Context: an optimization exercise on an open-source flow, tuned for a short achievable clock period and few clock cycles per item. The choices shown serve that exercise and are no tape-out recipe. Where RTL was checked, it was by simulation tests only, not by an equivalence proof against the original. Only the layout flow was run in runs 1 and 3; the RTL was not checked for function there. No activity file was given, so power comes from the tool's default toggle rates.

==> flow/config.mk <==
export PLATFORM = sky130hd
export DESIGN_NAME = spk_out
export DESIGN_NICKNAME = spk_out
export VERILOG_FILES = /design/flow/design.v
export SDC_FILE = /design/flow/constraint.sdc
export NUM_CORES = 4
export LEC_CHECK = 0
export ABC_CLOCK_PERIOD_IN_PS = 1500
export CAP_MARGIN = 20
export CORE_MARGIN = 2
export CORE_UTILIZATION = 40
export SETUP_SLACK_MARGIN = 2.5
export SLEW_MARGIN = 20
==> flow/constraint.sdc <==
create_clock -name core_clock -period 4.0 [get_ports {clk}]
set_input_delay 0.8000 -clock core_clock [delete_from_list [all_inputs] [get_ports {clk}]]
set_output_delay 0.8000 -clock core_clock [all_outputs]
set_load 0.01 [all_outputs]
==> flow/design.v <==
`default_nettype none
package spk_out_pkg;
    localparam int FLIT_W      = 59;
    localparam int TYPE_W      = 3;
    localparam int ROUTE_W     = 21;
    localparam int TYPE_MSB    = 58;
    localparam int ROUTE_MSB   = 55;
    localparam int ROUTE_LSB   = 35;
    localparam int NEURON_ID_W = 24;
    localparam int CONT_BIT = 0;
    localparam int DST_ADDR_W = 4;
    localparam int DST_DEPTH  = 16;
    localparam int FIFO_ADDR_W = 1;
    localparam int FIFO_DEPTH  = 2;
    localparam int CREDIT_MAX = 15;
    typedef logic [FLIT_W-1:0]      flit_t;
    typedef logic [TYPE_W-1:0]      flit_type_t;
    typedef logic [ROUTE_W-1:0]     route_t;
    typedef logic [NEURON_ID_W-1:0] neuron_id_t;
    typedef logic [DST_ADDR_W-1:0]  dst_addr_t;
    typedef logic [FIFO_ADDR_W-1:0] fifo_addr_t;
    localparam flit_type_t SPIKE    = 3'b000;
    localparam flit_type_t READ     = 3'b111;
endpackage
`default_nettype wire
`timescale 1ns/1ns
`default_nettype none
import spk_out_pkg::*;
module dst_ram (
    input  wire                    clk,
    input  wire                    rst_n,
    input  wire                    wr_en,
    input  spk_out_pkg::dst_addr_t wr_addr,
    input  spk_out_pkg::route_t    wr_data,
    input  spk_out_pkg::dst_addr_t rd_addr,
    output spk_out_pkg::route_t    rd_data,
    input  wire                    walk_step,
    input  wire                    walk_busy,
    output spk_out_pkg::route_t    walk_route
);
    spk_out_pkg::route_t  mem  [0:DST_DEPTH-1];
    logic [DST_DEPTH-1:0] last;        
    logic [DST_DEPTH-1:0] last_q;
    logic [DST_DEPTH-1:0] nx;          
    logic [DST_DEPTH-1:0] nx_nxt;
    logic [DST_DEPTH-1:0] nx_first;
    spk_out_pkg::route_t  after;
    always_ff @(posedge clk) begin
        if (wr_en) begin
            mem[wr_addr] <= wr_data;
        end
    end
    always_ff @(posedge clk) begin
        rd_data <= mem[rd_addr];
    end
    always_comb begin
        for (int i = 0; i < DST_DEPTH; i++) begin
            last[i] = !mem[i][CONT_BIT];
            for (int j = 0; j < i; j++) begin
                if (!mem[j][CONT_BIT]) last[i] = 1'b0;
            end
        end
    end
    always_ff @(posedge clk) begin
        last_q <= last;
    end
    always_comb begin
        after = '0;
        for (int i = 0; i < DST_DEPTH; i++) begin
            after = after | (mem[i] & {ROUTE_W{nx[i]}});
        end
    end
    always_comb begin
        nx_nxt[0] = |(nx & last_q) || (nx[DST_DEPTH-1] && !last_q[DST_DEPTH-1]);
        for (int i = 1; i < DST_DEPTH; i++) begin
            nx_nxt[i] = nx[i-1] && !last_q[i-1];
        end
        nx_first    = '0;
        nx_first[0] = last_q[0];
        nx_first[1] = !last_q[0];
    end
    always_ff @(posedge clk or negedge rst_n) begin
        if (!rst_n) begin
            nx <= {{(DST_DEPTH-2){1'b0}}, 2'b10};
        end else if (walk_step) begin
            nx <= nx_nxt;
        end else if (!walk_busy) begin
            nx <= nx_first;
        end
    end
    always_ff @(posedge clk) begin
        if (walk_step) begin
            walk_route <= after;
        end else if (!walk_busy) begin
            walk_route <= mem[0];
        end
    end
endmodule
`default_nettype wire
`timescale 1ns/1ns
`default_nettype none
import spk_out_pkg::*;
module data_fifo (
    input  wire                 clk,
    input  wire                 rst_n,
    input  wire                 wr_en,
    input  wire  [FLIT_W:0]     din,         
    input  wire                 pop,
    output logic                head_v,
    output logic [FLIT_W:0]     head,
    output logic                head_walk,   
    output logic                full
);
    logic [FLIT_W:0]          mem [0:FIFO_DEPTH-1];
    logic [FIFO_DEPTH-1:0]    wr_sel;      
    logic [FIFO_DEPTH-1:0]    rd_sel;      
    logic [FIFO_ADDR_W:0]     count;       
    logic                     nonempty;    
    logic                     take;
    logic                     rd_adv;
    logic [FLIT_W:0]          rd_data;
    logic [FLIT_W:0]          head_nxt;
    logic                     head_v_nxt;
    logic [FIFO_ADDR_W:0]     count_nxt;
    assign take   = !head_v || pop;
    assign rd_adv = take && (nonempty || wr_en);
    always_comb begin
        rd_data = '0;
        for (int i = 0; i < FIFO_DEPTH; i++) begin
            rd_data = rd_data | (mem[i] & {(FLIT_W+1){rd_sel[i]}});
        end
    end
    assign head_nxt   = nonempty ? rd_data : din;
    assign head_v_nxt = (nonempty || wr_en) && (head_v || !pop);
    always_ff @(posedge clk) begin
        for (int i = 0; i < FIFO_DEPTH; i++) begin
            if (wr_en && wr_sel[i]) begin
                mem[i] <= din;
            end
        end
    end
    always_ff @(posedge clk) begin
        if (take) begin
            head <= head_nxt;
        end
    end
    always_comb begin
        count_nxt = count;
        if (wr_en && !take) begin
            count_nxt = count + 1'b1;
        end else if (!wr_en && take && nonempty) begin
            count_nxt = count - 1'b1;
        end
    end
    always_ff @(posedge clk or negedge rst_n) begin
        if (!rst_n) begin
            head_v    <= 1'b0;
            head_walk <= 1'b0;
            wr_sel    <= {{(FIFO_DEPTH-1){1'b0}}, 1'b1};
            rd_sel    <= {{(FIFO_DEPTH-1){1'b0}}, 1'b1};
            count     <= '0;
            nonempty  <= 1'b0;
            full      <= 1'b0;
        end else begin
            if (take) begin
                head_v    <= head_v_nxt;
                head_walk <= head_v_nxt && !head_nxt[FLIT_W];
            end
            if (wr_en) begin
                wr_sel <= {wr_sel[FIFO_DEPTH-2:0], wr_sel[FIFO_DEPTH-1]};
            end
            if (rd_adv) begin
                rd_sel <= {rd_sel[FIFO_DEPTH-2:0], rd_sel[FIFO_DEPTH-1]};
            end
            count    <= count_nxt;
            nonempty <= (count_nxt != '0);
            full     <= ({1'b0, count} + head_v + !full) > FIFO_DEPTH;
        end
    end
endmodule
`default_nettype wire
`timescale 1ns/1ns
`default_nettype none
import spk_out_pkg::*;
module spike_ingress (
    input  wire                     clk,
    input  wire                     rst_n,
    input  wire                     soma_fire,
    input  spk_out_pkg::neuron_id_t neuron_id,
    input  wire                     config_we,
    input  spk_out_pkg::flit_t      config_flit,
    output logic                    config_full,
    output logic                    push,
    output logic                    push_rd,
    output spk_out_pkg::flit_t      push_data,
    input  wire                     pop,
    output logic                    head_v,
    output logic                    head_rd,
    output spk_out_pkg::flit_t      head,
    output logic                    head_walk
);
    assign push      = soma_fire || config_we;
    assign push_data = soma_fire ? {SPIKE, 21'b0, 11'b0, neuron_id} : config_flit;
    assign push_rd   = !soma_fire && (config_flit[TYPE_MSB:ROUTE_MSB+1] == READ);
    data_fifo i_data_fifo (
        .clk         (clk),
        .rst_n       (rst_n),
        .wr_en       (push),
        .din         ({push_rd, push_data}),
        .pop         (pop),
        .head_v      (head_v),
        .head        ({head_rd, head}),
        .head_walk   (head_walk),
        .full        (config_full)
    );
endmodule
`default_nettype wire
`timescale 1ns/1ns
`default_nettype none
import spk_out_pkg::*;
module flit_sender (
    input  wire                     clk,
    input  wire                     rst_n,
    input  wire                     push,
    input  wire                     push_rd,
    input  spk_out_pkg::flit_t      push_data,
    output logic                    pop,
    input  wire                     head_v,
    input  wire                     head_rd,
    input  spk_out_pkg::flit_t      head,
    input  wire                     head_walk,
    input  wire                     credit_in,
    output logic                    flit_out_wr,
    output spk_out_pkg::flit_t      flit_out,
    input  wire                     dst_we,
    input  spk_out_pkg::dst_addr_t  dst_waddr,
    input  spk_out_pkg::route_t     dst_wdata,
    input  wire                     dst_re,
    input  spk_out_pkg::dst_addr_t  dst_raddr,
    output spk_out_pkg::route_t     dst_rdata
);
    logic                    credit_q;
    logic [CREDIT_MAX-1:0]   left;
    logic                    left0_nxt;
    logic                    dst_we_q;
    logic                    can_send;
    logic                    more;        
    logic                    out_rd;
    spk_out_pkg::flit_t      out_data;
    logic                    adv;
    logic                    last_copy;
    logic                    step;
    spk_out_pkg::route_t     walk_route;
    assign out_rd    = head_v ? head_rd : push_rd;
    assign out_data  = head_v ? head : push_data;
    assign adv       = can_send && (head_v || push);
    assign last_copy = out_rd || !walk_route[CONT_BIT];
    assign pop       = adv && last_copy;
    assign step      = can_send && (head_walk || (!head_v && push && !push_rd));
    always_comb begin
        case ({adv, credit_q})
            2'b01:   left0_nxt = 1'b1;
            2'b10:   left0_nxt = left[1];
            default: left0_nxt = left[0];
        endcase
    end
    always_ff @(posedge clk or negedge rst_n) begin
        if (!rst_n) begin
            credit_q    <= 1'b0;
            left        <= '1;
            dst_we_q    <= 1'b0;
            can_send    <= 1'b1;
            flit_out_wr <= 1'b0;
            more        <= 1'b0;
        end else begin
            credit_q    <= credit_in;
            dst_we_q    <= dst_we;
            can_send    <= (left0_nxt || credit_in) && !dst_we && !dst_we_q;
            flit_out_wr <= adv;
            case ({adv, credit_q})
                2'b01:   left <= {left[CREDIT_MAX-2:0], 1'b1};
                2'b10:   left <= {1'b0, left[CREDIT_MAX-1:1]};
                default: left <= left;
            endcase
            if (adv) begin
                more <= !last_copy;
            end
        end
    end
    always_ff @(posedge clk) begin
        flit_out[TYPE_MSB:ROUTE_MSB+1] <= out_data[TYPE_MSB:ROUTE_MSB+1];
        flit_out[ROUTE_LSB-1:0]        <= out_data[ROUTE_LSB-1:0];
        flit_out[ROUTE_MSB:ROUTE_LSB]  <= out_rd ? out_data[ROUTE_MSB:ROUTE_LSB] : walk_route;
    end
    dst_ram i_dst_ram (
        .clk        (clk),
        .rst_n      (rst_n),
        .wr_en      (dst_we),
        .wr_addr    (dst_waddr),
        .wr_data    (dst_wdata),
        .rd_addr    (dst_raddr),
        .rd_data    (dst_rdata),
        .walk_step  (step),
        .walk_busy  (more),
        .walk_route (walk_route)
    );
endmodule
`default_nettype wire
`timescale 1ns/1ns
`default_nettype none
import spk_out_pkg::*;
module spk_out (
    input  wire                     clk,
    input  wire                     rst_n,
    input  wire                     soma_fire,
    input  spk_out_pkg::neuron_id_t neuron_id,
    input  wire                     config_we,
    input  spk_out_pkg::flit_t      config_flit,
    output logic                    config_full,
    input  wire                     credit_in,
    output logic                    flit_out_wr,
    output spk_out_pkg::flit_t      flit_out,
    input  wire                     dst_we,
    input  spk_out_pkg::dst_addr_t  dst_waddr,
    input  spk_out_pkg::route_t     dst_wdata,
    input  wire                     dst_re,
    input  spk_out_pkg::dst_addr_t  dst_raddr,
    output spk_out_pkg::route_t     dst_rdata
);
    logic               push;
    logic               push_rd;
    spk_out_pkg::flit_t push_data;
    logic               pop;
    logic               head_v;
    logic               head_rd;
    spk_out_pkg::flit_t head;
    logic               head_walk;
    spike_ingress i_spike_ingress (
        .clk         (clk),
        .rst_n       (rst_n),
        .soma_fire   (soma_fire),
        .neuron_id   (neuron_id),
        .config_we   (config_we),
        .config_flit (config_flit),
        .config_full (config_full),
        .push        (push),
        .push_rd     (push_rd),
        .push_data   (push_data),
        .pop         (pop),
        .head_v      (head_v),
        .head_rd     (head_rd),
        .head        (head),
        .head_walk   (head_walk)
    );
    flit_sender i_flit_sender (
        .clk         (clk),
        .rst_n       (rst_n),
        .push        (push),
        .push_rd     (push_rd),
        .push_data   (push_data),
        .pop         (pop),
        .head_v      (head_v),
        .head_rd     (head_rd),
        .head        (head),
        .head_walk   (head_walk),
        .credit_in   (credit_in),
        .flit_out_wr (flit_out_wr),
        .flit_out    (flit_out),
        .dst_we      (dst_we),
        .dst_waddr   (dst_waddr),
        .dst_wdata   (dst_wdata),
        .dst_re      (dst_re),
        .dst_raddr   (dst_raddr),
        .dst_rdata   (dst_rdata)
    );
endmodule
`default_nettype wire
==> flow/run.sh <==
#!/bin/bash
# synth_recipe.tcl (not shown) runs the flow's synth.tcl, then flattens the netlist and writes it again
# the make line also repeats each setting of config.mk as NAME=value (left out here)
make -C /OpenROAD-flow-scripts/flow DESIGN_CONFIG=/design/flow/config.mk WORK_HOME=/design/flow/orfs CLKGATE_MAP_FILE= SYNTH_SCRIPT=/design/flow/synth_recipe.tcl finish
==> flow_summary.toml, run 1 <==
[floorplanning]
num_io_pins = 201
dieArea_um2 = 70600
die_y_um = 266
initial_core_util_pct = 40.6
die_x_um = 266
num_rows = 95
core_um2 = 67500

[final_layout]
fill_cells = 5239
syn_to_final_growth_pct = 33.8
finalNetCount = 2181
final_layout_size_suffix_gt1_share_pct = 38.0
fin_cells = 2989

[detailed_routing]
drc_errors = 0
vias = 18200
post_drt_wl_per_cell_um = 29.4
drtPass1Iterations = 5
drtAntennaViolNets = 0
viasPerCell = 6.10
wl_um = 88000
drt_iter0_markers = 2339

[clock_tree]
cts_buffers = 72
path_clk_slew_ps = 60
clock-root-buffer = "clkbuf_16"
cts-htree-levels = 3
clock_sinks = 678
cts_max_path_buffers = 3
tritoncts = "done"
clock_latency_ps = 620

[sta]
fin_crit_ps = 1990
fin_worst_skew_ps = 28.1
rsz0062_at_grt = "yes"
tns_ps = 0
finalCritPeriodShare_pct = 49.8
tightestPinTransition_ps = 964
max_slew_margin_pct = 35.8
setup_viol = 0
hold_viol_final = 0
fmax_ghz = 0.502
slew_violations = 0

[place]
post-dp-hpwl_um = 44500
dpl.cell_count = 2673
io_buffers = 199
gp_congestion = 0.820

[yosys]
synthXorXnorAreaFrac_pct = 0.0640
synthAdderAreaFrac_pct = 0.292
synth.area.top_cells = "edfxtp_1, mux4_2, dfxtp_1"
synth_edf_count = 537
synth_area_per_cell_um2 = 16.4
syn_area_um2 = 27400
yosysTopAreaCell = "edfxtp_1"
ys_warn_count = 4
ys_types = 54
synth_nets = 1798
yosys.area.top_type_share_pct = 58.9
async_reset_ff_share_pct = 6.78
ys_ff_latch = 678
synthMuxAreaShare_pct = 12.7
yosysSeqAreaShare_pct = 70.1
ys_dominant_reg_cell = "edfxtp_1"
synth-simple-area-share_pct = 4.97
synthCells = 1674
synth_top_family_by_area = "multiplexers"
synth_compound_area_share_pct = 9.91

[global_routing]
antenna_found_initial = 1
track_usage_pct = 24.4
first_global_vias = 18300
gr-total-overflow = 0
grt_max_degree = 49
grt_pass1_wl_um = 125000

[power]
power.leakage_nw = 12.6
power_density_nw_per_um2 = 490
peakVddDrop_mv = 0.275

[critical_path]
cp-end-kind = "register"
critPathMaxFanout = 7
criticalPathCategory = "reg -> reg"
start_kind = "register"
timing.reg2reg.setup_slack_ps = 2010
cp.arrival_ps = 2320
required_ps = 4320

[min_path]
hold_class = "in -> async"

[flow_run]
drv_cap = 0

[run_status]
status = "finished clean"
[cell usage in the layout (no fill, tap or decap), types with 47 or more instances in the layout]
cell type        Yosys  routed
dfxtp_2              0      51
mux4_2             105     105
a22oi_1            148     147
clkdlybuf4s50_1      0     103
buf_12               0      53
nor2_1              82      70
mux2_2              65      47
a21oi_1             64      63
nand2_1             61      51
buf_4                0      59
edfxtp_1           537     537
buf_6                7      97
clkbuf_16            0      79
[per-stage QoR]
stage / worst slack, ps / area, um^2 / utilization, % / hold WS, ps / power, mW
after global placement: 856 / 30900 / 45.7 / 361 / 10.7
after detailed placement: 850 / 30900 / 45.7 / 370 / 10.8
after global routing: 1970 / 36600 / 54.3 / 374 / 18.6
after floorplan: 1750 / 28100 / - / 349 / 9.85
after CTS: 1990 / 35900 / 53.2 / 299 / 17.9
final: 2010 / 36600 / 54.3 / 331 / 18.0
[Yosys cell counts, types with 20 or more instances]
| cell type | number |
|---|---|
| buf_1 | 20 |
| a22o_1 | 44 |
| edfxtp_1 | 537 |
| nand4_1 | 24 |
| a221oi_1 | 36 |
| nor2b_1 | 37 |
| a22oi_1 | 148 |
| mux2i_1 | 35 |
| clkbuf_1 | 77 |
| nor2_1 | 82 |
| mux2_2 | 65 |
| nand2_1 | 61 |
| mux4_2 | 105 |
| a21oi_1 | 64 |
| o21ai_0 | 45 |
| dfrtp_1 | 27 |
| dfxtp_1 | 95 |
[cells by family (layout without fill, tap and decap cells)]
| kind of cell | after synthesis | in the layout |
|---|---|---|
| simple gates | 273 | 277 |
| xor+xnor | 2 | 2 |
| buf+inv | 127 | 558 |
| flops | 678 | 678 |
| fa+ha+maj | 6 | 6 |
| mux | 207 | 207 |
| other cells | 0 | 3 |
| compound gates | 381 | 385 |
[metal layers]
| metal | track usage (%) | part of all wire (%) |
|---|---|---|
| met5 | 0 | 0.091 |
| met4 | 10.5 | 4.6 |
| met3 | 5.87 | 9.1 |
| met2 | 39.6 | 48 |
| met1 | 31.4 | 38 |
[registers in the layout, indices dropped and copies added, names as in the netlist, 2 cells and up]
name and cells:
i_spike_ingress.i_data_fifo.count 2, i_flit_sender.flit_out 59, i_spike_ingress.i_data_fifo.rd_sel 2, i_flit_sender.i_dst_ram.rd_data 21, i_flit_sender.i_dst_ram.mem 336, i_flit_sender.left 15
i_spike_ingress.i_data_fifo.wr_sel 2, i_flit_sender.i_dst_ram.nx 16, i_flit_sender.i_dst_ram.last_q 15, i_flit_sender.i_dst_ram.walk_route 21, i_spike_ingress.i_data_fifo.mem 120, i_spike_ingress.i_data_fifo.head 60
[final timing paths]
| check | cells past startpoint | to | start |
|---|---|---|---|
| worst min register to register | 1 | i_flit_sender.can_send | i_flit_sender.dst_we_q |
| min in group core_clock | 1 | i_flit_sender.can_send | i_flit_sender.dst_we_q |
| worst max register to register | 5 | i_flit_sender.i_dst_ram.walk_route[0] | i_flit_sender.can_send |
| worst min-delay path | 1 | i_flit_sender.credit_q | rst_n |
| worst max-delay path | 5 | i_flit_sender.i_dst_ram.walk_route[0] | i_flit_sender.can_send |
| max in group asynchronous | 2 | i_flit_sender.i_dst_ram.nx[1] | rst_n |
[timing repair]
item | 4_1_cts | 5_1_grt
cloned | 41 | 9
pin swaps | 48 | 22
resized for setup | 655 | 95
endpoints found under the setup margin | 930 | 399
hold buffers | 0 | 0
setup buffers | 108 | 25
[power by group]
group,total [mW],leakage (nW),switching [mW],internal [mW]
logic,2.73,5.38,1.34,1.39
registers,8.67,6.13,0.419,8.25
clock network,6.55,1.12,2.76,3.79
total,18.0,12.6,4.52,13.4
[layout make-up]
class                      instances  area (um^2)  share of cell area (%)
clock inverter                    23          263                   0.717
tap                              873         1090                    2.98
timing repair inverter             2         15.0                  0.0410
inverter                          12         51.3                   0.140
timing repair buffer             414         5380                    14.7
antenna                            3         7.51                  0.0205
multi-input combinational        877         8470                    23.1
clock buffer                     107         2030                    5.54
sequential                       678        19300                    52.8
[critical path, stage by stage (launching register included)]
cell and delay [ps]:
dfstp_2 610, and3b_2 240, a221o_4 320, buf_16 180, nand4_1 80, o22a_1 260
==> run 2: changes to the inputs <==
--- a/flow/design.v
+++ b/flow/design.v
@@ -28,7 +28,6 @@
 import spk_out_pkg::*;
 module dst_ram (
     input  wire                    clk,
-    input  wire                    rst_n,
     input  wire                    wr_en,
     input  spk_out_pkg::dst_addr_t wr_addr,
     input  spk_out_pkg::route_t    wr_data,
@@ -79,10 +78,8 @@
         nx_first[0] = last_q[0];
         nx_first[1] = !last_q[0];
     end
-    always_ff @(posedge clk or negedge rst_n) begin
-        if (!rst_n) begin
-            nx <= {{(DST_DEPTH-2){1'b0}}, 2'b10};
-        end else if (walk_step) begin
+    always_ff @(posedge clk) begin
+        if (walk_step) begin
             nx <= nx_nxt;
         end else if (!walk_busy) begin
             nx <= nx_first;
@@ -243,6 +240,7 @@
     logic [CREDIT_MAX-1:0]   left;
     logic                    left0_nxt;
     logic                    dst_we_q;
+    logic                    no_send;
     logic                    can_send;
     logic                    more;        
     logic                    out_rd;
@@ -251,6 +249,7 @@
     logic                    last_copy;
     logic                    step;
     spk_out_pkg::route_t     walk_route;
+    assign can_send  = !no_send;
     assign out_rd    = head_v ? head_rd : push_rd;
     assign out_data  = head_v ? head : push_data;
     assign adv       = can_send && (head_v || push);
@@ -269,13 +268,13 @@
             credit_q    <= 1'b0;
             left        <= '1;
             dst_we_q    <= 1'b0;
-            can_send    <= 1'b1;
+            no_send     <= 1'b0;
             flit_out_wr <= 1'b0;
             more        <= 1'b0;
         end else begin
             credit_q    <= credit_in;
             dst_we_q    <= dst_we;
-            can_send    <= (left0_nxt || credit_in) && !dst_we && !dst_we_q;
+            no_send     <= !(left0_nxt || credit_in) || dst_we || dst_we_q;
             flit_out_wr <= adv;
             case ({adv, credit_q})
                 2'b01:   left <= {left[CREDIT_MAX-2:0], 1'b1};
@@ -294,7 +293,6 @@
     end
     dst_ram i_dst_ram (
         .clk        (clk),
-        .rst_n      (rst_n),
         .wr_en      (dst_we),
         .wr_addr    (dst_waddr),
         .wr_data    (dst_wdata),
==> flow_summary.toml, run 2 <==
[sta]
fin_worst_skew_ps = 32.0
fmax_ghz = 0.512
tns_ps = 0
hold_viol_final = 0
setup_viol = 0
tightestPinTransition_ps = 1010
slew_violations = 0
hold_ws_ps = 346
rsz0062_at_grt = "yes"
finalCritPeriodShare_pct = 48.9
fin_crit_ps = 1950
max_slew_margin_pct = 32.4

[critical_path]
required_ps = 3200
cp-end-kind = "output port"
critPathTopFamily = "flip-flops"
r2r_end = "i_flit_sender.i_dst_ram.walk_route[15]"
timing.reg2reg.setup_slack_ps = 2180
worstSetupStartpoint = "i_flit_sender.flit_out_wr"
r2r_start = "i_flit_sender.i_dst_ram.nx[9]"
cp.arrival_ps = 1150
crit_path_end = "flit_out_wr"
crit_cells = 1
critPathMaxFanout = 1
path_cells = "buf_2"
critPathBufInv = 1
ff2ff_path_depth = 5
criticalPathCategory = "reg -> out"
start_kind = "register"
crit_path_max_incr_delay_ps = 390
cpMaxStageDelayCell = "dfrtp_1"

[yosys]
synth_nets = 1812
yosysTopAreaCell = "edfxtp_1"
ys_ff_latch = 678
synthMostInstantiatedCell = "edfxtp_1"
synthXorXnorAreaFrac_pct = 0.0643
ys_warn_count = 4
synth_edf_count = 553
synthMuxAreaShare_pct = 10.9
yosys.area.top_type_share_pct = 61.0
synth_top_family_by_area = "multiplexers"
synthCells = 1688
ys_dominant_reg_cell = "edfxtp_1"
synth-simple-area-share_pct = 5.32
synth_area_per_cell_um2 = 16.1
yosysSeqAreaShare_pct = 70.8
syn_area_um2 = 27200
synth.area.top_cells = "edfxtp_1, dfxtp_1, mux4_2"
ys_types = 53
ys_top_cells_by_count = "edfxtp_1, a22oi_1, nor2_1"
synth_compound_area_share_pct = 10.7
synthAdderAreaFrac_pct = 0.257
async_reset_ff_share_pct = 4.42

[power]
power_density_nw_per_um2 = 523
power.leakage_nw = 12.8
peakVddDrop_mv = 0.295
total_power_mw = 19.4

[clock_tree]
clock-root-buffer = "clkbuf_16"
cts_max_path_buffers = 3
cts_hold_buffers = 0
cts_buffers = 72
path_clk_slew_ps = 60
clock_sinks = 678
clock_latency_ps = 630
tritoncts = "done"
cts-htree-levels = 3

[final_layout]
final_layout_size_suffix_gt1_share_pct = 41.0
fin_cells = 3033
mostFrequentLayoutCell = "edfxtp_1"
top_register = "i_flit_sender.i_dst_ram.mem"
syn_to_final_growth_pct = 36.3
final_core_util_pct = 55.2
finalNetCount = 2223
largest_reg_flops = 336
fill_cells = 5083
layout_common_cells = "edfxtp_1, a22oi_1, buf_6, clkdlybuf4s50_1, clkbuf_16"
top_regs = "i_flit_sender.i_dst_ram.mem: 336 flops, i_spike_ingress.i_data_fifo.mem: 120 flops, i_spike_ingress.i_data_fifo.head: 60 flops"

[floorplanning]
die_x_um = 265
dieArea_um2 = 70200
num_io_pins = 201
num_rows = 95
die_y_um = 265
initial_core_util_pct = 40.5
core_um2 = 67300

[global_routing]
gr-total-overflow = 0
first_global_vias = 18500
antenna_found_initial = 4
track_usage_pct = 24.7
grt_pass1_wl_um = 126000
grt_max_degree = 50

[place]
io_buffers = 199
dpl.cell_count = 2698
gp_congestion = 0.850
post-dp-hpwl_um = 45400

[detailed_routing]
drtAntennaViolNets = 0
drc_errors = 0
viasPerCell = 6.11
post_drt_wl_per_cell_um = 29.7
drtPass1Iterations = 6
wl_um = 90200
vias = 18500
drt_iter0_markers = 2673

[flow_run]
drv_cap = 0

[run_status]
status = "finished clean"

[min_path]
hold_class = "in -> reg"
whs_path_depth = 1
run 2: final cells by class:
| cell class | count | area (um^2) | share of cell area [%] |
|---|---|---|---|
| multi-input combinational | 899 | 8790 | 23.7 |
| clock inverter | 41 | 347 | 0.933 |
| clock buffer | 91 | 1940 | 5.24 |
| tap | 873 | 1090 | 2.94 |
| inverter | 10 | 45.0 | 0.121 |
| timing repair buffer | 438 | 5530 | 14.9 |
| antenna | 3 | 7.51 | 0.0202 |
| sequential | 678 | 19400 | 52.2 |
run 2: report_power, final:
part	switching, mW	leakage, nW	internal [mW]	total, mW
Sequential	0.408	6.12	8.31	8.72
Clock	2.79	1.13	3.72	6.52
Combinational	2.25	5.55	1.96	4.20
run 2: cells by family after synthesis:
logic type / after synthesis
flip-flops: 678
AO/OA/AOI/OAI: 403
AND/OR/NAND/NOR: 292
multiplexers: 184
buffers and inverters: 124
adder cells (fa/ha/maj): 5
XOR/XNOR: 2
run 2: through the flow:
stage | setup WS (ps) | area, um^2
after detailed placement | 788 | 30900
after CTS | 2000 | 35900
final | 2050 | 37100
after global placement | 810 | 30900
after global routing | 2010 | 37100
after floorplan | 1750 | 28000
run 2: layer usage:
metal  wire length, um  part of all wire [%]  global-route usage [%]
met2             43500                    48                    39.5
met1             34000                    38                    32.5
met3              9500                    11                    6.08
met4              3100                   3.4                    9.80
met5                39                 0.043                       0
run 2: worst min path at each step:
stage,startpoint,end
floorplan,i_flit_sender.i_dst_ram.walk_route[1],i_flit_sender.flit_out[36]
global placement,i_spike_ingress.i_data_fifo.head[20],i_flit_sender.flit_out[20]
global route,dst_we,i_flit_sender.dst_we_q
detailed placement,i_spike_ingress.i_data_fifo.head[27],i_flit_sender.flit_out[27]
finish,dst_we,i_flit_sender.dst_we_q
CTS,dst_we,i_flit_sender.dst_we_q
run 2: timing repair:
item	in CTS	in global routing
pin swaps	72	76
gates cloned	30	16
setup buffers	124	30
gates resized for setup	698	177
setup endpoints to repair	929	386
Testbench counts of run 2, summed over its fixed seeds: cycles 4,111, flits 4,071.
==> run 3: changes to the inputs <==
--- a/flow/design.v
+++ b/flow/design.v
@@ -28,6 +28,7 @@
 import spk_out_pkg::*;
 module dst_ram (
     input  wire                    clk,
+    input  wire                    rst_n,
     input  wire                    wr_en,
     input  spk_out_pkg::dst_addr_t wr_addr,
     input  spk_out_pkg::route_t    wr_data,
@@ -35,6 +36,7 @@
     output spk_out_pkg::route_t    rd_data,
     input  wire                    walk_step,
     input  wire                    walk_busy,
+    output spk_out_pkg::route_t    route0,
     output spk_out_pkg::route_t    walk_route
 );
     spk_out_pkg::route_t  mem  [0:DST_DEPTH-1];
@@ -75,21 +77,20 @@
             nx_nxt[i] = nx[i-1] && !last_q[i-1];
         end
         nx_first    = '0;
-        nx_first[0] = last_q[0];
-        nx_first[1] = !last_q[0];
+        nx_first[0] = last_q[0] || last_q[1];
+        nx_first[2] = !last_q[0] && !last_q[1];
     end
-    always_ff @(posedge clk) begin
-        if (walk_step) begin
-            nx <= nx_nxt;
+    assign route0 = mem[0];
+    always_ff @(posedge clk or negedge rst_n) begin
+        if (!rst_n) begin
+            nx         <= '0;
+            walk_route <= '0;
         end else if (!walk_busy) begin
-            nx <= nx_first;
-        end
-    end
-    always_ff @(posedge clk) begin
-        if (walk_step) begin
+            nx         <= nx_first;
+            walk_route <= last_q[0] ? mem[0] : mem[1];
+        end else if (walk_step) begin
+            nx         <= nx_nxt;
             walk_route <= after;
-        end else if (!walk_busy) begin
-            walk_route <= mem[0];
         end
     end
 endmodule
@@ -105,7 +106,6 @@
     input  wire                 pop,
     output logic                head_v,
     output logic [FLIT_W:0]     head,
-    output logic                head_walk,   
     output logic                full
 );
     logic [FLIT_W:0]          mem [0:FIFO_DEPTH-1];
@@ -152,7 +152,6 @@
     always_ff @(posedge clk or negedge rst_n) begin
         if (!rst_n) begin
             head_v    <= 1'b0;
-            head_walk <= 1'b0;
             wr_sel    <= {{(FIFO_DEPTH-1){1'b0}}, 1'b1};
             rd_sel    <= {{(FIFO_DEPTH-1){1'b0}}, 1'b1};
             count     <= '0;
@@ -161,7 +160,6 @@
         end else begin
             if (take) begin
                 head_v    <= head_v_nxt;
-                head_walk <= head_v_nxt && !head_nxt[FLIT_W];
             end
             if (wr_en) begin
                 wr_sel <= {wr_sel[FIFO_DEPTH-2:0], wr_sel[FIFO_DEPTH-1]};
@@ -193,8 +191,7 @@
     input  wire                     pop,
     output logic                    head_v,
     output logic                    head_rd,
-    output spk_out_pkg::flit_t      head,
-    output logic                    head_walk
+    output spk_out_pkg::flit_t      head
 );
     assign push      = soma_fire || config_we;
     assign push_data = soma_fire ? {SPIKE, 21'b0, 11'b0, neuron_id} : config_flit;
@@ -207,7 +204,6 @@
         .pop         (pop),
         .head_v      (head_v),
         .head        ({head_rd, head}),
-        .head_walk   (head_walk),
         .full        (config_full)
     );
 endmodule
@@ -225,7 +221,6 @@
     input  wire                     head_v,
     input  wire                     head_rd,
     input  spk_out_pkg::flit_t      head,
-    input  wire                     head_walk,
     input  wire                     credit_in,
     output logic                    flit_out_wr,
     output spk_out_pkg::flit_t      flit_out,
@@ -249,13 +244,16 @@
     logic                    last_copy;
     logic                    step;
     spk_out_pkg::route_t     walk_route;
+    spk_out_pkg::route_t     route0;
+    spk_out_pkg::route_t     copy_route;
     assign can_send  = !no_send;
     assign out_rd    = head_v ? head_rd : push_rd;
     assign out_data  = head_v ? head : push_data;
+    assign copy_route = more ? walk_route : route0;
     assign adv       = can_send && (head_v || push);
-    assign last_copy = out_rd || !walk_route[CONT_BIT];
+    assign last_copy = out_rd || !copy_route[CONT_BIT];
     assign pop       = adv && last_copy;
-    assign step      = can_send && (head_walk || (!head_v && push && !push_rd));
+    assign step      = can_send && more;
     always_comb begin
         case ({adv, credit_q})
             2'b01:   left0_nxt = 1'b1;
@@ -289,10 +287,11 @@
     always_ff @(posedge clk) begin
         flit_out[TYPE_MSB:ROUTE_MSB+1] <= out_data[TYPE_MSB:ROUTE_MSB+1];
         flit_out[ROUTE_LSB-1:0]        <= out_data[ROUTE_LSB-1:0];
-        flit_out[ROUTE_MSB:ROUTE_LSB]  <= out_rd ? out_data[ROUTE_MSB:ROUTE_LSB] : walk_route;
+        flit_out[ROUTE_MSB:ROUTE_LSB]  <= out_rd ? out_data[ROUTE_MSB:ROUTE_LSB] : copy_route;
     end
     dst_ram i_dst_ram (
         .clk        (clk),
+        .rst_n      (rst_n),
         .wr_en      (dst_we),
         .wr_addr    (dst_waddr),
         .wr_data    (dst_wdata),
@@ -300,6 +299,7 @@
         .rd_data    (dst_rdata),
         .walk_step  (step),
         .walk_busy  (more),
+        .route0     (route0),
         .walk_route (walk_route)
     );
 endmodule
@@ -332,7 +332,6 @@
     logic               head_v;
     logic               head_rd;
     spk_out_pkg::flit_t head;
-    logic               head_walk;
     spike_ingress i_spike_ingress (
         .clk         (clk),
         .rst_n       (rst_n),
@@ -347,8 +346,7 @@
         .pop         (pop),
         .head_v      (head_v),
         .head_rd     (head_rd),
-        .head        (head),
-        .head_walk   (head_walk)
+        .head        (head)
     );
     flit_sender i_flit_sender (
         .clk         (clk),
@@ -360,7 +358,6 @@
         .head_v      (head_v),
         .head_rd     (head_rd),
         .head        (head),
-        .head_walk   (head_walk),
         .credit_in   (credit_in),
         .flit_out_wr (flit_out_wr),
         .flit_out    (flit_out),
==> flow_summary.toml, run 3 <==
[sta]
setup_viol = 0
slew_violations = 0
fin_crit_ps = 1950
fmax_ghz = 0.513
tightestPinTransition_ps = 928
fin_worst_skew_ps = 34.9
max_slew_margin_pct = 38.1
timing.final.ws_setup_ps = 2050
tns_ps = 0
rsz0062_at_grt = "yes"
hold_ws_ps = 325
finalCritPeriodShare_pct = 48.7
hold_viol_final = 0

[final_layout]
final_layout_size_suffix_gt1_share_pct = 40.2
top_register = "i_flit_sender.i_dst_ram.mem"
fin_cells = 3130
syn_to_final_growth_pct = 38.3
top_regs = "i_flit_sender.i_dst_ram.mem: 336 flops, i_spike_ingress.i_data_fifo.mem: 120 flops, i_spike_ingress.i_data_fifo.head: 60 flops"
layout_common_cells = "edfxtp_1, a22oi_1, mux4_2, clkdlybuf4s50_1, buf_6"
mostFrequentLayoutCell = "edfxtp_1"
finalNetCount = 2262
largest_reg_flops = 336

[yosys]
synth_top_family_by_area = "multiplexers"
async_reset_ff_share_pct = 9.75
yosys.area.top_type_share_pct = 55.8
synth-simple-area-share_pct = 5.07
synth_nets = 1854
synth_edf_count = 516
synthMostInstantiatedCell = "edfxtp_1"
syn_area_um2 = 27800
synth.area.top_cells = "edfxtp_1, mux4_2, dfxtp_1"
ys_warn_count = 4
synthAdderAreaFrac_pct = 0.252
ys_top_cells_by_count = "edfxtp_1, a22oi_1, nor2_1"
synthCells = 1730
synth_area_per_cell_um2 = 16.0
synthXorXnorAreaFrac_pct = 0.0631
yosysTopAreaCell = "edfxtp_1"
synth_compound_area_share_pct = 9.68
yosysSeqAreaShare_pct = 68.7
ys_types = 52
synthMuxAreaShare_pct = 14.2
ys_ff_latch = 677
ys_dominant_reg_cell = "edfxtp_1"

[global_routing]
gr-total-overflow = 0
track_usage_pct = 24.7
antenna_found_initial = 6
grt_pass1_wl_um = 127000
first_global_vias = 18600
grt_max_degree = 91

[critical_path]
critPathBufInv = 1
cpMaxStageDelayCell = "dfrtp_1"
crit_path_max_incr_delay_ps = 410
critPathMaxFanout = 2
criticalPathCategory = "reg -> out"
start_kind = "register"
timing.reg2reg.setup_slack_ps = 2190
cp-end-kind = "output port"
critPathTopFamily = "flip-flops"
required_ps = 3200
path_cells = "buf_6"
cp.arrival_ps = 1150

[place]
dpl.cell_count = 2795
io_buffers = 199
post-dp-hpwl_um = 45800
gp_congestion = 0.853
dp_slack_ps = 927

[floorplanning]
core_um2 = 68600
num_io_pins = 201
dieArea_um2 = 71500
num_rows = 96
initial_core_util_pct = 40.5
die_x_um = 267
die_y_um = 267

[clock_tree]
cts_buffers = 72
tritoncts = "done"
clock-root-buffer = "clkbuf_16"
path_clk_slew_ps = 60
cts-htree-levels = 3
clock_sinks = 677
cts_max_path_buffers = 3
clock_latency_ps = 620

[detailed_routing]
drc_errors = 0
drtAntennaViolNets = 0
post_drt_wl_per_cell_um = 29.6
vias = 18900
drt_iter0_markers = 2500
wl_um = 92500
drtPass1Iterations = 9
viasPerCell = 6.04

[power]
peakVddDrop_mv = 0.268
power.leakage_nw = 13.1
power_density_nw_per_um2 = 469

[flow_run]
drv_cap = 0

[min_path]
hold_class = "in -> async"

[run_status]
status = "finished clean"
-- run 3: cell count changes in the layout (fill, tap and decap cells not counted), moves of 21 or more --
cell | previous run | this run
mux2_2 | 52 | 9
mux2_4 | 12 | 64
mux2i_1 | 32 | 64
nand2_1 | 48 | 22
a22o_1 | 25 | 0
edfxtp_1 | 553 | 516
nor2_1 | 69 | 93
nor2b_2 | 26 | 0
dfrtp_1 | 8 | 30
mux4_2 | 84 | 105
-- run 3: final cells by class --
cell class              instances  area, um^2
fillers                      5133       30200
clock inverters                40         428
flip-flops and latches        677       19200
repair buffers                454        5850
clock buffers                  91        1980
diodes                          4        10.0
multi-input cells             922        9680
well taps                     931        1160
inverters                      11        71.3
-- run 3: final timing paths --
kind | from | to | cells after the start
worst min register to register | i_flit_sender.left[8] | i_flit_sender.left[8] | 2
max in group asynchronous | rst_n | i_flit_sender.i_dst_ram.nx[0] | 2
worst min-delay path | rst_n | i_flit_sender.flit_out_wr | 1
worst max register to register | i_flit_sender.more | i_spike_ingress.i_data_fifo.head[30] | 5
min in group core_clock | dst_we | i_flit_sender.dst_we_q | 1
worst max-delay path | i_spike_ingress.i_data_fifo.full | config_full | 1
-- run 3: cells by family (layout without fill, tap and decap cells) --
kind of cell / after synthesis / count (layout)
flip-flops: 677 / 677
AND/OR/NAND/NOR: 282 / 282
other: 0 / 4
AO/OA/AOI/OAI: 380 / 380
multiplexers: 253 / 253
buffers and inverters: 131 / 596
XOR/XNOR: 2 / 2
adder cells (fa/ha/maj): 5 / 5
-- run 3: routing by layer --
| metal | vias up | wire length, um | track usage (%) |
|---|---|---|---|
| li1 | 7838 | - | - |
| met3 | 283 | 10400 | 6.72 |
| met5 | - | 42 | 0 |
| met2 | 1260 | 43100 | 38.8 |
| met4 | 6 | 4320 | 10.1 |
| met1 | 9529 | 34700 | 32.5 |
-- run 3: worst reg2reg max path, delay by kind of cell, from the launching register on --
kind            cells  cell delay, ps
flops               1             450
compound gates      1             290
buf+inv             3             390
mux                 1             360
-- run 3: where the power goes --
part	switching (mW)	leakage (nW)	internal [mW]
clock network	2.76	1.18	4.03
logic	1.40	5.78	1.47
registers	0.252	6.14	8.10
total	4.41	13.1	13.6
-- run 3: stage by stage --
step	utilization (%)	power (mW)	cell area, um^2
after floorplan	-	9.60	28700
after global placement	45.9	10.4	31500
after detailed placement	45.9	10.5	31500
after CTS	53.6	17.8	36800
after global routing	56.0	18.6	38400
final	56.0	18.0	38400
-- run 3: timing repair --
item,in CTS,in global routing
resized for setup,750,153
setup endpoints to repair,878,562
hold buffers,0,0
cloned,26,13
buffers inserted,103,58
pin swaps,34,46
==> run 4: changes to the inputs <==
--- a/flow/design.v
+++ b/flow/design.v
@@ -37,15 +37,18 @@
     input  wire                    walk_step,
     input  wire                    walk_busy,
     output spk_out_pkg::route_t    route0,
-    output spk_out_pkg::route_t    walk_route
+    output logic                   route0_cont_nxt,    
+    output spk_out_pkg::route_t    walk_route,
+    output logic                   walk_cont_nxt       
 );
     spk_out_pkg::route_t  mem  [0:DST_DEPTH-1];
-    logic [DST_DEPTH-1:0] last;        
-    logic [DST_DEPTH-1:0] last_q;
     logic [DST_DEPTH-1:0] nx;          
     logic [DST_DEPTH-1:0] nx_nxt;
     logic [DST_DEPTH-1:0] nx_first;
     spk_out_pkg::route_t  after;
+    spk_out_pkg::route_t  walk_nxt;
+    logic [DST_DEPTH-1:0] last;        
+    logic [DST_DEPTH-1:0] last_q;
     always_ff @(posedge clk) begin
         if (wr_en) begin
             mem[wr_addr] <= wr_data;
@@ -80,19 +83,24 @@
         nx_first[0] = last_q[0] || last_q[1];
         nx_first[2] = !last_q[0] && !last_q[1];
     end
-    assign route0 = mem[0];
+    assign walk_nxt = !walk_busy ? (last_q[0] ? mem[0] : mem[1]) :
+                      walk_step  ? after : walk_route;
     always_ff @(posedge clk or negedge rst_n) begin
         if (!rst_n) begin
             nx         <= '0;
             walk_route <= '0;
-        end else if (!walk_busy) begin
-            nx         <= nx_first;
-            walk_route <= last_q[0] ? mem[0] : mem[1];
-        end else if (walk_step) begin
-            nx         <= nx_nxt;
-            walk_route <= after;
+        end else begin
+            walk_route <= walk_nxt;
+            if (!walk_busy) begin
+                nx <= nx_first;
+            end else if (walk_step) begin
+                nx <= nx_nxt;
+            end
         end
     end
+    assign route0          = mem[0];
+    assign route0_cont_nxt = (wr_en && wr_addr == '0) ? wr_data[CONT_BIT] : mem[0][CONT_BIT];
+    assign walk_cont_nxt   = walk_nxt[CONT_BIT];
 endmodule
 `default_nettype wire
 `timescale 1ns/1ns
@@ -103,7 +111,8 @@
     input  wire                 rst_n,
     input  wire                 wr_en,
     input  wire  [FLIT_W:0]     din,         
-    input  wire                 pop,
+    input  wire                 pop_head,    
+    input  wire                 pop_in,      
     output logic                head_v,
     output logic [FLIT_W:0]     head,
     output logic                full
@@ -119,7 +128,7 @@
     logic [FLIT_W:0]          head_nxt;
     logic                     head_v_nxt;
     logic [FIFO_ADDR_W:0]     count_nxt;
-    assign take   = !head_v || pop;
+    assign take   = !head_v || pop_head;
     assign rd_adv = take && (nonempty || wr_en);
     always_comb begin
         rd_data = '0;
@@ -128,7 +137,7 @@
         end
     end
     assign head_nxt   = nonempty ? rd_data : din;
-    assign head_v_nxt = (nonempty || wr_en) && (head_v || !pop);
+    assign head_v_nxt = head_v ? (nonempty || wr_en) : (wr_en && !pop_in);
     always_ff @(posedge clk) begin
         for (int i = 0; i < FIFO_DEPTH; i++) begin
             if (wr_en && wr_sel[i]) begin
@@ -188,7 +197,8 @@
     output logic                    push,
     output logic                    push_rd,
     output spk_out_pkg::flit_t      push_data,
-    input  wire                     pop,
+    input  wire                     pop_head,
+    input  wire                     pop_in,
     output logic                    head_v,
     output logic                    head_rd,
     output spk_out_pkg::flit_t      head
@@ -201,7 +211,8 @@
         .rst_n       (rst_n),
         .wr_en       (push),
         .din         ({push_rd, push_data}),
-        .pop         (pop),
+        .pop_head    (pop_head),
+        .pop_in      (pop_in),
         .head_v      (head_v),
         .head        ({head_rd, head}),
         .full        (config_full)
@@ -217,7 +228,8 @@
     input  wire                     push,
     input  wire                     push_rd,
     input  spk_out_pkg::flit_t      push_data,
-    output logic                    pop,
+    output logic                    pop_head,
+    output logic                    pop_in,
     input  wire                     head_v,
     input  wire                     head_rd,
     input  spk_out_pkg::flit_t      head,
@@ -246,14 +258,20 @@
     spk_out_pkg::route_t     walk_route;
     spk_out_pkg::route_t     route0;
     spk_out_pkg::route_t     copy_route;
+    logic                    route0_cont_nxt;
+    logic                    walk_cont_nxt;
+    logic                    more_nxt;
+    logic                    cont;        
     assign can_send  = !no_send;
     assign out_rd    = head_v ? head_rd : push_rd;
     assign out_data  = head_v ? head : push_data;
     assign copy_route = more ? walk_route : route0;
     assign adv       = can_send && (head_v || push);
-    assign last_copy = out_rd || !copy_route[CONT_BIT];
-    assign pop       = adv && last_copy;
+    assign last_copy = out_rd || !cont;
+    assign pop_head  = can_send && (head_rd || !cont);
+    assign pop_in    = can_send && (push_rd || !cont);
     assign step      = can_send && more;
+    assign more_nxt  = adv ? !last_copy : more;
     always_comb begin
         case ({adv, credit_q})
             2'b01:   left0_nxt = 1'b1;
@@ -269,6 +287,7 @@
             no_send     <= 1'b0;
             flit_out_wr <= 1'b0;
             more        <= 1'b0;
+            cont        <= 1'b0;
         end else begin
             credit_q    <= credit_in;
             dst_we_q    <= dst_we;
@@ -279,9 +298,8 @@
                 2'b10:   left <= {1'b0, left[CREDIT_MAX-1:1]};
                 default: left <= left;
             endcase
-            if (adv) begin
-                more <= !last_copy;
-            end
+            more        <= more_nxt;
+            cont        <= more_nxt ? walk_cont_nxt : route0_cont_nxt;
         end
     end
     always_ff @(posedge clk) begin
@@ -299,8 +317,10 @@
         .rd_data    (dst_rdata),
         .walk_step  (step),
         .walk_busy  (more),
-        .route0     (route0),
-        .walk_route (walk_route)
+        .route0          (route0),
+        .route0_cont_nxt (route0_cont_nxt),
+        .walk_route      (walk_route),
+        .walk_cont_nxt   (walk_cont_nxt)
     );
 endmodule
 `default_nettype wire
@@ -328,7 +348,8 @@
     logic               push;
     logic               push_rd;
     spk_out_pkg::flit_t push_data;
-    logic               pop;
+    logic               pop_head;
+    logic               pop_in;
     logic               head_v;
     logic               head_rd;
     spk_out_pkg::flit_t head;
@@ -343,7 +364,8 @@
         .push        (push),
         .push_rd     (push_rd),
         .push_data   (push_data),
-        .pop         (pop),
+        .pop_head    (pop_head),
+        .pop_in      (pop_in),
         .head_v      (head_v),
         .head_rd     (head_rd),
         .head        (head)
@@ -354,7 +376,8 @@
         .push        (push),
         .push_rd     (push_rd),
         .push_data   (push_data),
-        .pop         (pop),
+        .pop_head    (pop_head),
+        .pop_in      (pop_in),
         .head_v      (head_v),
         .head_rd     (head_rd),
         .head        (head),
==> flow_summary.toml, run 4 <==
[final_layout]
syn_to_final_growth_pct = 37.8
largest_reg_flops = 336
top_register = "i_flit_sender.i_dst_ram.mem"
top_regs = "i_flit_sender.i_dst_ram.mem: 336 flops, i_spike_ingress.i_data_fifo.mem: 120 flops, i_spike_ingress.i_data_fifo.head: 60 flops"
finalNetCount = 2286
mostFrequentLayoutCell = "edfxtp_1"
final_layout_size_suffix_gt1_share_pct = 39.5
layout_common_cells = "edfxtp_1, a22oi_1, buf_6, mux4_2, clkdlybuf4s50_1"

[detailed_routing]
drtPass1Iterations = 6
viasPerCell = 6.09
drc_errors = 0
post_drt_wl_per_cell_um = 30.6
vias = 19200
drt_iter0_markers = 2778
drtAntennaViolNets = 0
wl_um = 96700

[yosys]
synth_edf_count = 516
yosys.area.top_type_share_pct = 55.8
synth.area.top_cells = "edfxtp_1, mux4_2, dfxtp_1"
ys_top_cells_by_count = "edfxtp_1, a22oi_1, mux4_2"
yosysTopAreaCell = "edfxtp_1"
synthCells = 1749
synth_area_per_cell_um2 = 15.9
synth_nets = 1873
async_reset_ff_share_pct = 9.88
syn_area_um2 = 27800
synthMostInstantiatedCell = "edfxtp_1"
yosysSeqAreaShare_pct = 68.8
ys_types = 44
ys_ff_latch = 678
ys_dominant_reg_cell = "edfxtp_1"
ys_warn_count = 4

[global_routing]
first_global_vias = 19100
grt_pass1_wl_um = 134000
antenna_found_initial = 6
track_usage_pct = 26.4
gr-total-overflow = 0
grt_max_degree = 68

[critical_path]
r2r_end = "i_flit_sender.cont"
required_ps = 4500
timing.reg2reg.setup_slack_ps = 1990
r2r_start = "i_flit_sender.i_dst_ram.nx[0]"
cp.arrival_ps = 2510
critPathMaxFanout = 7
ff2ff_path_depth = 6
cp-end-kind = "register"
criticalPathCategory = "reg -> reg"
start_kind = "register"

[power]
pwr-share-seq_pct = 46.9
swShare_pct = 25.2
power.leakage_nw = 13.1
clock_power_share_pct = 37.8
power_density_nw_per_um2 = 470
p_int_mw = 13.5
peakVddDrop_mv = 0.319
combPwrFrac_pct = 15.3
net-switching-power_mw = 4.52

[floorplanning]
initial_core_util_pct = 40.4
core_um2 = 68700
num_rows = 96
dieArea_um2 = 71500
die_x_um = 267
die_y_um = 267
num_io_pins = 201

[run_status]
status = "finished clean"

[place]
post-dp-hpwl_um = 45500
io_buffers = 199
gp_congestion = 0.840

[sta]
hold_ws_ps = 330
tns_ps = 0
rsz0062_at_grt = "yes"
hold_viol_final = 0
max_slew_margin_pct = 31.2
tightestPinTransition_ps = 1030
fmax_ghz = 0.497
fin_worst_skew_ps = 24.6
finalCritPeriodShare_pct = 50.3
slew_violations = 0
fin_crit_ps = 2010
setup_viol = 0

[clock_tree]
clock-root-buffer = "clkbuf_16"
clock_latency_ps = 620
cts-htree-levels = 3
clock_sinks = 678
cts_buffers = 74
tritoncts = "done"
path_clk_slew_ps = 60
cts_max_path_buffers = 3
cts_hold_buffers = 0

[min_path]
min_from = "dst_we"
holdPathEnd = "i_flit_sender.dst_we_q"
hold_class = "in -> reg"
whs_path_depth = 1

[flow_run]
drv_cap = 0
[run 4: changes by cell type after synthesis, moves of 6 or more]
cell and change:
nor2b_1 +32, a211oi_1 +20, mux2i_1 -18, nor2_1 -18, o22ai_1 +16, nor3b_1 -14
o21bai_1 -13, o21ai_0 +12, a221oi_1 -9, a22oi_1 +8, clkbuf_1 +8, a21oi_1 +6
mux2_2 -6, nand3b_1 -6
[run 4: power groups by stage]
stage	registers, mW	logic (mW)	clock network [mW]
after floorplan	8.46	1.19	0
after global placement	8.63	1.82	0
after detailed placement	8.65	1.86	0
after CTS	8.42	2.53	6.86
after global routing	8.47	2.92	7.17
final	8.43	2.76	6.80
[run 4: critical path: stages, from the launching register on]
cell and delay [ps]:
dfrtp_4 530, buf_12 170, a22o_1 240, a221oi_2 230, nand4_1 210, a21o_1 250
mux2_4 260
[run 4: what timing repair did]
item	in CTS	in global routing
cloned	28	11
gates resized for setup	720	148
pin swaps	75	87
setup endpoints to repair	848	483
setup buffers	152	26
endpoints found under the hold margin	0	0
[run 4: cell families after synthesis]
group           count (synthesis)  synth area share [%]
mux                           228                  13.3
fa+ha+maj                       5                 0.252
simple gates                  274                  4.94
compound gates                425                  10.6
flops                         678                  68.8
xor+xnor                        2                0.0631
buf+inv                       137                  2.10
[run 4: worst max path at each step]
| stage | cells past startpoint | endpoint | from | slack (ps) |
|---|---|---|---|---|
| finish | 6 | i_flit_sender.cont | i_flit_sender.i_dst_ram.nx[0] | 1990 |
| global route | 5 | i_flit_sender.i_dst_ram.walk_route[16] | i_flit_sender.i_dst_ram.nx[4] | 1950 |
| CTS | 1 | config_full | i_spike_ingress.i_data_fifo.full | 2040 |
| detailed placement | 4 | i_flit_sender.i_dst_ram.mem[0][2] | dst_we | 850 |
| global placement | 4 | i_flit_sender.i_dst_ram.mem[0][2] | dst_we | 850 |
| floorplan | 4 | i_flit_sender.cont | dst_waddr[2] | 1630 |
[run 4: area by class of cell]
cell class,count,area [um^2]
Fill cell,5275,30500
Antenna cell,7,17.5
Clock inverter,34,345
Sequential cell,678,19200
Inverter,10,41.3
Tap cell,931,1160
Clock buffer,101,2060
Timing Repair Buffer,460,5930
Multi-Input combinational cell,938,9440
[run 4: routing by layer]
layer / global-route usage, % / vias to the layer above / share of wire, %
li1: - / 7934 / -
met1: 32.6 / 9641 / 36
met2: 41.1 / 1315 / 45
met3: 9.09 / 348 / 12
met4: 13.6 / 6 / 6.2
met5: 0 / - / 0.042
[run 4: per-stage QoR]
stage	setup slack (ps)	cell area (um^2)	util [%]	power [mW]	std cells
detailed placement	852	31200	45.4	10.5	2800
global route	1950	38200	55.6	18.6	3153
global placement	854	31200	45.4	10.5	2800
floorplan	1630	28400	-	9.65	1749
CTS	2040	37100	54.0	17.8	3115
finish	1990	38200	55.7	18.0	3159
Testbench counts of run 4, summed over its fixed seeds: cycles 4,111, flits 4,071.
==> run 5: changes to the inputs <==
--- a/flow/config.mk
+++ b/flow/config.mk
@@ -8,6 +8,6 @@
 export ABC_CLOCK_PERIOD_IN_PS = 1500
 export CAP_MARGIN = 20
 export CORE_MARGIN = 2
-export CORE_UTILIZATION = 40
-export SETUP_SLACK_MARGIN = 2.5
+export CORE_UTILIZATION = 60
+export SETUP_SLACK_MARGIN = 2.3
 export SLEW_MARGIN = 20
==> flow_summary.toml, run 5 <==
[run_status]
status = "finished clean"

[detailed_routing]
drt_iter0_markers = 2796
drtAntennaViolNets = 0
post_drt_wl_per_cell_um = 32.7
drtPass1Iterations = 7
wl_um = 90300
drc_errors = 0
vias = 19300
viasPerCell = 7.00

[floorplanning]
core_um2 = 45500
num_rows = 78
initial_core_util_pct = 61.0
dieArea_um2 = 48000
die_y_um = 219
num_io_pins = 201
die_x_um = 219

[yosys]
synth_nets = 1873
ys_dominant_reg_cell = "edfxtp_1"
synthCells = 1749
async_reset_ff_share_pct = 9.88
yosysTopAreaCell = "edfxtp_1"
synth_edf_count = 516
ys_warn_count = 4
yosys.area.top_type_share_pct = 55.8
syn_area_um2 = 27800
yosysSeqAreaShare_pct = 68.8
ys_top_cells_by_count = "edfxtp_1, a22oi_1, mux4_2"
synth.area.top_cells = "edfxtp_1, mux4_2, dfxtp_1"
synth_area_per_cell_um2 = 15.9
ys_ff_latch = 678
synthMostInstantiatedCell = "edfxtp_1"
ys_types = 44

[global_routing]
track_usage_pct = 36.5
first_global_vias = 18800
gr-total-overflow = 0
antenna_found_initial = 1
grt_max_degree = 53
grt_pass1_wl_um = 125000

[final_layout]
layout_common_cells = "edfxtp_1, a22oi_1, mux4_2, clkdlybuf4s50_1"
top_register = "i_flit_sender.i_dst_ram.mem"
top_regs = "i_flit_sender.i_dst_ram.mem: 336 flops, i_spike_ingress.i_data_fifo.mem: 120 flops, i_spike_ingress.i_data_fifo.head: 60 flops"
final_layout_size_suffix_gt1_share_pct = 36.3
fin_area_um2 = 36100
finalNetCount = 2229
syn_to_final_growth_pct = 30.1
fin_cells = 2760
largest_reg_flops = 336
mostFrequentLayoutCell = "edfxtp_1"
fill_cells = 2515

[sta]
fmax_ghz = 0.514
fin_worst_skew_ps = 30.1
max_slew_margin_pct = 31.0
setup_viol = 0
slew_violations = 0
finalCritPeriodShare_pct = 48.7
tightestPinTransition_ps = 1040
timing.final.ws_setup_ps = 2050
rsz0062_at_grt = "yes"
fin_crit_ps = 1950
tns_ps = 0
hold_viol_final = 0

[clock_tree]
path_clk_slew_ps = 60
clock_latency_ps = 610
cts_buffers = 70
clock_sinks = 678
tritoncts = "done"
cts-htree-levels = 3
clock-root-buffer = "clkbuf_16"
cts_max_path_buffers = 3

[place]
post-dp-hpwl_um = 43000
io_buffers = 199
dpl.cell_count = 2470
gp_congestion = 0.907
post_dp_cell_area_um2 = 30800
dp_slack_ps = 916

[min_path]
hold_class = "in -> async"

[power]
net-switching-power_mw = 4.23
power.leakage_nw = 12.5
p_int_mw = 13.1
peakVddDrop_mv = 0.401
pwr-share-seq_pct = 48.9
swShare_pct = 24.5
power_density_nw_per_um2 = 479
combPwrFrac_pct = 13.9
clock_power_share_pct = 37.2

[critical_path]
crit_path_end = "config_full"
path_cells = "buf_2"
cpMaxStageDelayCell = "dfrtp_1"
critPathMaxFanout = 2
criticalPathCategory = "reg -> out"
r2r_start = "i_flit_sender.i_dst_ram.nx[7]"
crit_cells = 1
cp.arrival_ps = 1150
cp-end-kind = "output port"
critPathTopFamily = "flip-flops"
critPathBufInv = 1
r2r_end = "i_flit_sender.i_dst_ram.walk_route[14]"
worstSetupStartpoint = "i_spike_ingress.i_data_fifo.full"
crit_path_max_incr_delay_ps = 410
start_kind = "register"
required_ps = 3200
timing.reg2reg.setup_slack_ps = 2110
ff2ff_path_depth = 5

[flow_run]
drv_cap = 0
-- run 5: cell counts after synthesis --
Identical to the previous run, type by type.
-- run 5: how the worst min path moves through the flow --
stage,depth (start not counted),to,start
finish,1,i_spike_ingress.i_data_fifo.head_v,rst_n
global route,1,i_spike_ingress.i_data_fifo.full,rst_n
CTS,1,i_spike_ingress.i_data_fifo.full,rst_n
detailed placement,2,i_flit_sender.no_send,i_flit_sender.dst_we_q
global placement,2,i_flit_sender.no_send,i_flit_sender.dst_we_q
floorplan,2,i_flit_sender.no_send,i_flit_sender.dst_we_q
-- run 5: repair_timing --
action / 4_1_cts / 5_1_grt
setup endpoints to repair: 786 / 202
gates cloned: 21 / 6
pin swaps: 70 / 68
hold buffers: 0 / 0
gates resized for setup: 613 / 89
buffers inserted: 105 / 31
endpoints found under the hold margin: 0 / 0
-- run 5: final cells by class --
type / count / area, um^2 / share of cell area (%)
Inverter: 10 / 45.0 / 0.125
Multi-Input combinational cell: 941 / 9110 / 25.2
Antenna cell: 1 / 2.50 / 0.00693
Timing Repair Buffer: 404 / 4740 / 13.1
Clock buffer: 95 / 1940 / 5.37
Sequential cell: 678 / 19200 / 53.2
Clock inverter: 31 / 304 / 0.842
Tap cell: 600 / 751 / 2.08
-- run 5: metal layers --
metal / part of all wire, % / wire length (um) / vias up / global-route usage, %
li1: - / - / 7813 / -
met1: 34 / 30800 / 9611 / 47.4
met2: 47 / 42600 / 1524 / 58.6
met3: 13 / 11900 / 361 / 9.54
met4: 5.6 / 5010 / 0 / 16.4
met5: 0 / 0 / - / 0
-- run 5: power by group through the flow --
stage / sequential [mW] / clock (mW) / combinational [mW]
after global routing: 8.48 / 6.78 / 2.54
after CTS: 8.43 / 6.46 / 2.25
after global placement: 8.61 / 0 / 1.80
after detailed placement: 8.63 / 0 / 1.85
final: 8.45 / 6.44 / 2.40
after floorplan: 8.46 / 0 / 1.18
-- run 5: cell families after synthesis --
logic type / count (synthesis) / synth area share (%)
adders and majority gates: 5 / 0.252
muxes: 228 / 13.3
buffers and inverters: 137 / 2.10
and+or+nand+nor: 274 / 4.94
xor gates and xnor gates: 2 / 0.0631
DFF: 678 / 68.8
AOI/OAI and AO/OA: 425 / 10.6
-- run 5: worst register-to-register path, cell delays in order, from the launching register on --
cell and delay [ps]:
dfrtp_4 540, bufbuf_16 300, a222oi_1 320, nand3_1 200, a2111oi_4 260, o22ai_1 140
-- run 5: per-stage QoR --
step                      utilization [%]  hold slack, ps  power [mW]
after floorplan                         -             423        9.64
after global placement               67.7             445        10.4
after detailed placement             67.7             447        10.5
after CTS                            77.6             266        17.1
after global routing                 79.4             311        17.8
final                                79.4             292        17.3
==> run 6: changes to the inputs <==
--- a/flow/config.mk
+++ b/flow/config.mk
@@ -8,6 +8,6 @@
 export ABC_CLOCK_PERIOD_IN_PS = 1500
 export CAP_MARGIN = 20
 export CORE_MARGIN = 2
-export CORE_UTILIZATION = 60
+export CORE_UTILIZATION = 50
 export SETUP_SLACK_MARGIN = 2.3
 export SLEW_MARGIN = 20
==> flow_summary.toml, run 6 <==
[floorplanning]
die_y_um = 240
die_x_um = 240
core_um2 = 55000
num_rows = 86
dieArea_um2 = 57400
initial_core_util_pct = 50.5
num_io_pins = 201

[critical_path]
timing.reg2reg.setup_slack_ps = 2100
critPathMaxFanout = 2
cpMaxStageDelayCell = "dfrtp_1"
start_kind = "register"
crit_path_max_incr_delay_ps = 400
required_ps = 3200
ff2ff_path_depth = 6
cp-end-kind = "output port"
worstSetupStartpoint = "i_spike_ingress.i_data_fifo.full"
path_cells = "buf_6"
r2r_end = "i_flit_sender.cont"
critPathTopFamily = "flip-flops"
r2r_start = "i_flit_sender.i_dst_ram.nx[3]"
criticalPathCategory = "reg -> out"
cp.arrival_ps = 1130
critPathBufInv = 1

[detailed_routing]
drtAntennaViolNets = 0
drt_iter0_markers = 2256
drc_errors = 0
wl_um = 90100
wl_met2_um = 41700
wl_met1_um = 34100
dr_wl_met3_um = 9590
drtPass1Iterations = 6
highest_layer = "met5"
post_drt_wl_per_cell_um = 31.1
vias = 18800
viasPerCell = 6.48

[sta]
timing.final.ws_setup_ps = 2070
hold_viol_final = 0
hold_ws_ps = 148
rsz0062_at_grt = "yes"
setup_viol = 0
fmax_ghz = 0.518
tns_ps = 0
slew_violations = 0
fin_worst_skew_ps = 21.7
max_slew_margin_pct = 56.9
fin_crit_ps = 1930
tightestPinTransition_ps = 645
finalCritPeriodShare_pct = 48.3

[place]
post-dp-hpwl_um = 43100
io_buffers = 199
gp_congestion = 0.832
dp_slack_ps = 909
dpl.cell_count = 2610

[global_routing]
grt_max_degree = 68
track_usage_pct = 30.9
gr-total-overflow = 0
antenna_found_initial = 4
grt_pass1_wl_um = 126000
first_global_vias = 18400

[clock_tree]
tritoncts = "done"
clock_latency_ps = 620
cts_buffers = 72
clock-root-buffer = "clkbuf_16"
clock_sinks = 678
cts_hold_buffers = 0
cts-htree-levels = 3
path_clk_slew_ps = 60
cts_max_path_buffers = 3

[power]
power.leakage_nw = 12.5
total_power_mw = 17.7
peakVddDrop_mv = 0.413
power_density_nw_per_um2 = 485

[yosys]
async_reset_ff_share_pct = 9.88
ys_ff_latch = 678
synth_nets = 1873
ys_types = 44
ys_dominant_reg_cell = "edfxtp_1"
synthCells = 1749
synth.area.top_cells = "edfxtp_1, mux4_2, dfxtp_1"
ys_top_cells_by_count = "edfxtp_1, a22oi_1, mux4_2"
yosysSeqAreaShare_pct = 68.8
syn_area_um2 = 27800
yosysTopAreaCell = "edfxtp_1"
synthMostInstantiatedCell = "edfxtp_1"
synth_edf_count = 516
yosys.area.top_type_share_pct = 55.8
synth_area_per_cell_um2 = 15.9
ys_warn_count = 4

[final_layout]
syn_to_final_growth_pct = 31.4
finalNetCount = 2213
largest_reg_flops = 336
top_register = "i_flit_sender.i_dst_ram.mem"
layout_common_cells = "edfxtp_1, a22oi_1, mux4_2, clkdlybuf4s50_1, nor2_1"
fin_cells = 2899
mostFrequentLayoutCell = "edfxtp_1"
final_layout_size_suffix_gt1_share_pct = 36.2
top_regs = "i_flit_sender.i_dst_ram.mem: 336 flops, i_spike_ingress.i_data_fifo.mem: 120 flops, i_spike_ingress.i_data_fifo.head: 60 flops"

[run_status]
status = "finished clean"

[min_path]
hold_class = "in -> async"

[flow_run]
drv_cap = 0
==> run 6: cell types whose count changed in the layout (fill, tap and decap cells not counted), moves of 4 or more <==
cell and delta:
buf_12 +6, clkbuf_1 -6, buf_6 -4, clkinv_2 -6, a211oi_4 +5, a211oi_2 -6, a22oi_1 -4, buf_8 +5
clkinv_1 +6, a22oi_2 +4, buf_4 -17, clkbuf_16 +4
==> run 6: kinds of logic (layout without fill, tap and decap cells) <==
logic type / after synthesis / after routing / share of synthesized area, %
AO/OA/AOI/OAI: 425 / 425 / 10.6
XOR/XNOR: 2 / 2 / 0.0631
adder cells (fa/ha/maj): 5 / 5 / 0.252
buffers and inverters: 137 / 531 / 2.10
flip-flops: 678 / 678 / 68.8
multiplexers: 228 / 228 / 13.3
other: 0 / 2 / 0
AND/OR/NAND/NOR: 274 / 280 / 4.94
==> run 6: per-stage QoR <==
step | util (%) | cell area, um^2
final | 66.3 | 36500
after global routing | 66.3 | 36500
after CTS | 64.6 | 35500
after detailed placement | 56.2 | 30900
after global placement | 56.2 | 30900
after floorplan | - | 28400
==> run 6: where the power goes <==
part           internal, mW  switching (mW)  total [mW]
logic                  1.13            1.28        2.42
registers              8.13           0.295        8.43
clock network          4.08            2.75        6.83
==> run 6: layout make-up <==
cell class | instances | area (um^2)
antenna | 2 | 5.00
clock buffer | 96 | 2060
clock inverter | 38 | 377
fill | 3832 | 18500
inverter | 10 | 37.5
multi-input combinational | 940 | 9150
sequential | 678 | 19200
tap | 748 | 936
timing repair buffer | 387 | 4660
==> run 6: per-layer routing <==
metal | vias up | GRT usage [%]
li1 | 7781 | -
met1 | 9482 | 40.9
met5 | - | 0
met3 | 285 | 7.44
met4 | 6 | 15.5
met2 | 1228 | 48.1
==> run 6: how the worst max path moves through the flow <==
stage,end,slack (ps),cells past startpoint
after floorplan,i_flit_sender.cont,1630,4
after global placement,i_flit_sender.cont,950,6
after detailed placement,i_flit_sender.cont,910,6
after CTS,config_full,2040,1
after global routing,i_flit_sender.i_dst_ram.walk_route[9],2020,6
final,config_full,2070,1
==> run 6: timing repair <==
action | 4_1_cts | 5_1_grt
gates resized for setup | 602 | 107
gates cloned | 17 | 6
buffers inserted | 103 | 26
endpoints found under the setup margin | 825 | 312
pin swaps | 53 | 69
==> run 6: worst reg2reg max path, stage by stage (launching register included) <==
cell	delay (ps)
dfrtp_4	520
buf_12	150
a22o_1	230
a221oi_2	210
nand4_1	180
a21o_1	220
mux2_4	260

[port drivers added, routing unchanged]
How much do the figures lean on ideal ports? The routed layouts below were timed once more, with nothing changed but the port constraints.
Step 1, drivers: a clkbuf_16 drives clk and a buf_2 each remaining input, both assumed.
Step 2, shift: input delay + t, output delay - t, t = (earliest + latest rising clock arrival at the registers) / 2. This alone moves slack from input paths to output paths.
a / b / c = ideal / step 1 / step 2; a / b = the first two.
| run | shift t [ns] | setup WS [ns] |
|---|---|---|
| run 1 | 0.673 | 2.007 / 1.969 / 1.391 |
| run 2 | 0.677 | 2.046 / 1.981 / 1.580 |
| run 3 | 0.657 | 2.051 / 1.996 / 1.426 |
| run 4 | 0.672 | 1.988 / 1.988 / 1.333 |
| run 5 | 0.653 | 2.053 / 1.993 / 1.516 |
| run 6 | 0.666 | 2.070 / 2.008 / 1.430 |
After both steps setup and hold are still met in every run listed.
